Source: an optimization exercise on an open RTL-to-GDS flow (aim: small area). Production flows keep margins and buffers that such runs may drop.
The RTL was checked by simulation tests, not by an equivalence proof against the original design.
No activity file was given, so power comes from the tool's default toggle rates.

== rev 12 ==
Design alu_reservation_station, start of the top module:
module alu_reservation_station (
    input  logic                     clk_in,
    input  logic                     rst_in,
    input  logic                     rdy_in,
    input  logic                     clear_in,
    input  logic                     issue_valid,
    input  logic [TYPE_BIT-1:0]      issue_type,
    input  logic [31:0]              issue_vj,
    input  logic [31:0]              issue_vk,
    input  logic                     issue_has_qj,
    input  logic                     issue_has_qk,
    input  logic [ROB_INDEX_BIT-1:0] issue_qj,
    input  logic [ROB_INDEX_BIT-1:0] issue_qk,
    input  logic [ROB_INDEX_BIT-1:0] issue_rob_id,
    output logic                     full_out,
    input  logic                     cdb_alu_ready,
    input  logic [ROB_INDEX_BIT-1:0] cdb_alu_rob_id,
    input  logic [31:0]              cdb_alu_value,
    input  logic                     cdb_lsb_ready,
    input  logic [ROB_INDEX_BIT-1:0] cdb_lsb_rob_id,
    input  logic [31:0]              cdb_lsb_value,
    output logic                     alu_req,
    output logic [TYPE_BIT-1:0]      alu_type,
    output logic [31:0]              alu_r1,
    output logic [31:0]              alu_r2,
    output logic [ROB_INDEX_BIT-1:0] alu_rob_id
);
export LEC_CHECK = 0
export CAP_MARGIN = 20
export CORE_MARGIN = 2
export CORE_UTILIZATION = 40
export SLEW_MARGIN = 20
export SYNTH_HIERARCHICAL = 1
create_clock -name core_clock -period 4.5 [get_ports {clk_in}]
standard.sh (not shown) runs the stock make flow with config.mk's settings and CLKGATE_MAP_FILE= SYNTH_SCRIPT=/design/flow/synth_recipe.tcl, a recipe that flattens the netlist after the stock synthesis.
==> flow/flow/run.sh <==
#!/bin/bash
# Own layout flow: the standard ORFS flow (standard.sh, unchanged
# synthesis), with two layout settings that ORFS reads from the
# environment:
#  - port buffers use buf_2 (every port still gets one);
#  - CTS builds the tree from clkbuf_8, in clusters of up to 12 sinks
#    within 50 um, without dummy balancing loads.
# The full tool output goes to standard.log in the work folder; ORFS's
# per-step logs stay under orfs/logs/.
set -euo pipefail

export BUFFER_PORTS_ARGS="-buffer_cell sky130_fd_sc_hd__buf_2"
export CTS_ARGS="-sink_clustering_enable -repair_clock_nets -dont_use_dummy_load -buf_list sky130_fd_sc_hd__clkbuf_8 -sink_clustering_size 12 -sink_clustering_max_diameter 50"

bash standard.sh finish > standard.log 2>&1
Rev 12 finished every stage and its layout cleared the timing, design-rule and antenna checks.
--- input diff rev 12..rev 13 ---
# rev 12
export LEC_CHECK = 0
export CAP_MARGIN = 20
export CORE_MARGIN = 2
export CORE_UTILIZATION = 40
export SLEW_MARGIN = 20
export SYNTH_HIERARCHICAL = 1
create_clock -name core_clock -period 4.5 [get_ports {clk_in}]
# rev 13
export LEC_CHECK = 0
export CAP_MARGIN = 10
export CORE_MARGIN = 2
export CORE_UTILIZATION = 50
export SLEW_MARGIN = 10
export SYNTH_HIERARCHICAL = 1
create_clock -name core_clock -period 4.5 [get_ports {clk_in}]
==> flow/flow/run.sh <==
#!/bin/bash
# Own layout flow: the standard ORFS flow (standard.sh, unchanged
# synthesis), with three layout settings that ORFS reads from the
# environment:
#  - port buffers use buf_1 (every port still gets one);
#  - CTS builds the tree from clkbuf_8, in clusters of up to 16 sinks
#    within 60 um, without dummy balancing loads;
#  - after global routing, non-critical gates are downsized.
# The full tool output goes to standard.log in the work folder; ORFS's
# per-step logs stay under orfs/logs/.
set -euo pipefail

export BUFFER_PORTS_ARGS="-buffer_cell sky130_fd_sc_hd__buf_1"
export CTS_ARGS="-sink_clustering_enable -repair_clock_nets -dont_use_dummy_load -buf_list sky130_fd_sc_hd__clkbuf_8 -sink_clustering_size 16 -sink_clustering_max_diameter 60"
export RECOVER_POWER=100

bash standard.sh finish > standard.log 2>&1
[summary]
Comparing rev 12 and rev 13, the lower global-route usage is on rev 12. Diff rev 12 and rev 13: clock buffer and inverter area fraction after layout higher in rev 12. Sort rev 12 and rev 13 by total half-perimeter wirelength after legalization and detailed placement asc -> top: rev 13. Taking rev 12 as the reference, in rev 13 total number of nets in the final design went down 0.54%, routed wire length went down about 0.32%, total power of the final layout went down 5.3%, area of combinational cells with multiple inputs went down 340 um2, total nets after synthesis held. In rev 13 the switching power of the nets turned out 0.18 mW lower than in rev 12. The final report for rev 13 shows a completed flow and a layout that fails verification, specifically capacitance limit, slew limit.

-- re-timing with driven ports --
No port has a modelled driver above. Below, the same layouts with a new extraction and two added sets of constraints.
Step 1: set_driving_cell puts a clkbuf_16 on clk_in and a buf_2 on each other input, an assumption about the parent block.
Step 2, shift: input delay + t, output delay - t, t = (earliest + latest rising clock arrival at the registers) / 2. This alone moves slack from input paths to output paths.
Slacks: no drivers / after step 1 / after step 2; pairs: no drivers / after step 1.
run | shift t [ns] | setup slack, ns | worst setup path after step 2 | worst register clock-pin slew, ns
rev 12 | 0.724 | 0.773 / 0.710 / 0.541 | input to register | 0.09 / 0.09
rev 13 | 0.749 | 0.337 / 0.274 / -0.360 | input to register | 0.11 / 0.11
The setup slack of rev 13, which loses most, moves by -0.063 ns with the drivers and by -0.697 ns with both steps.
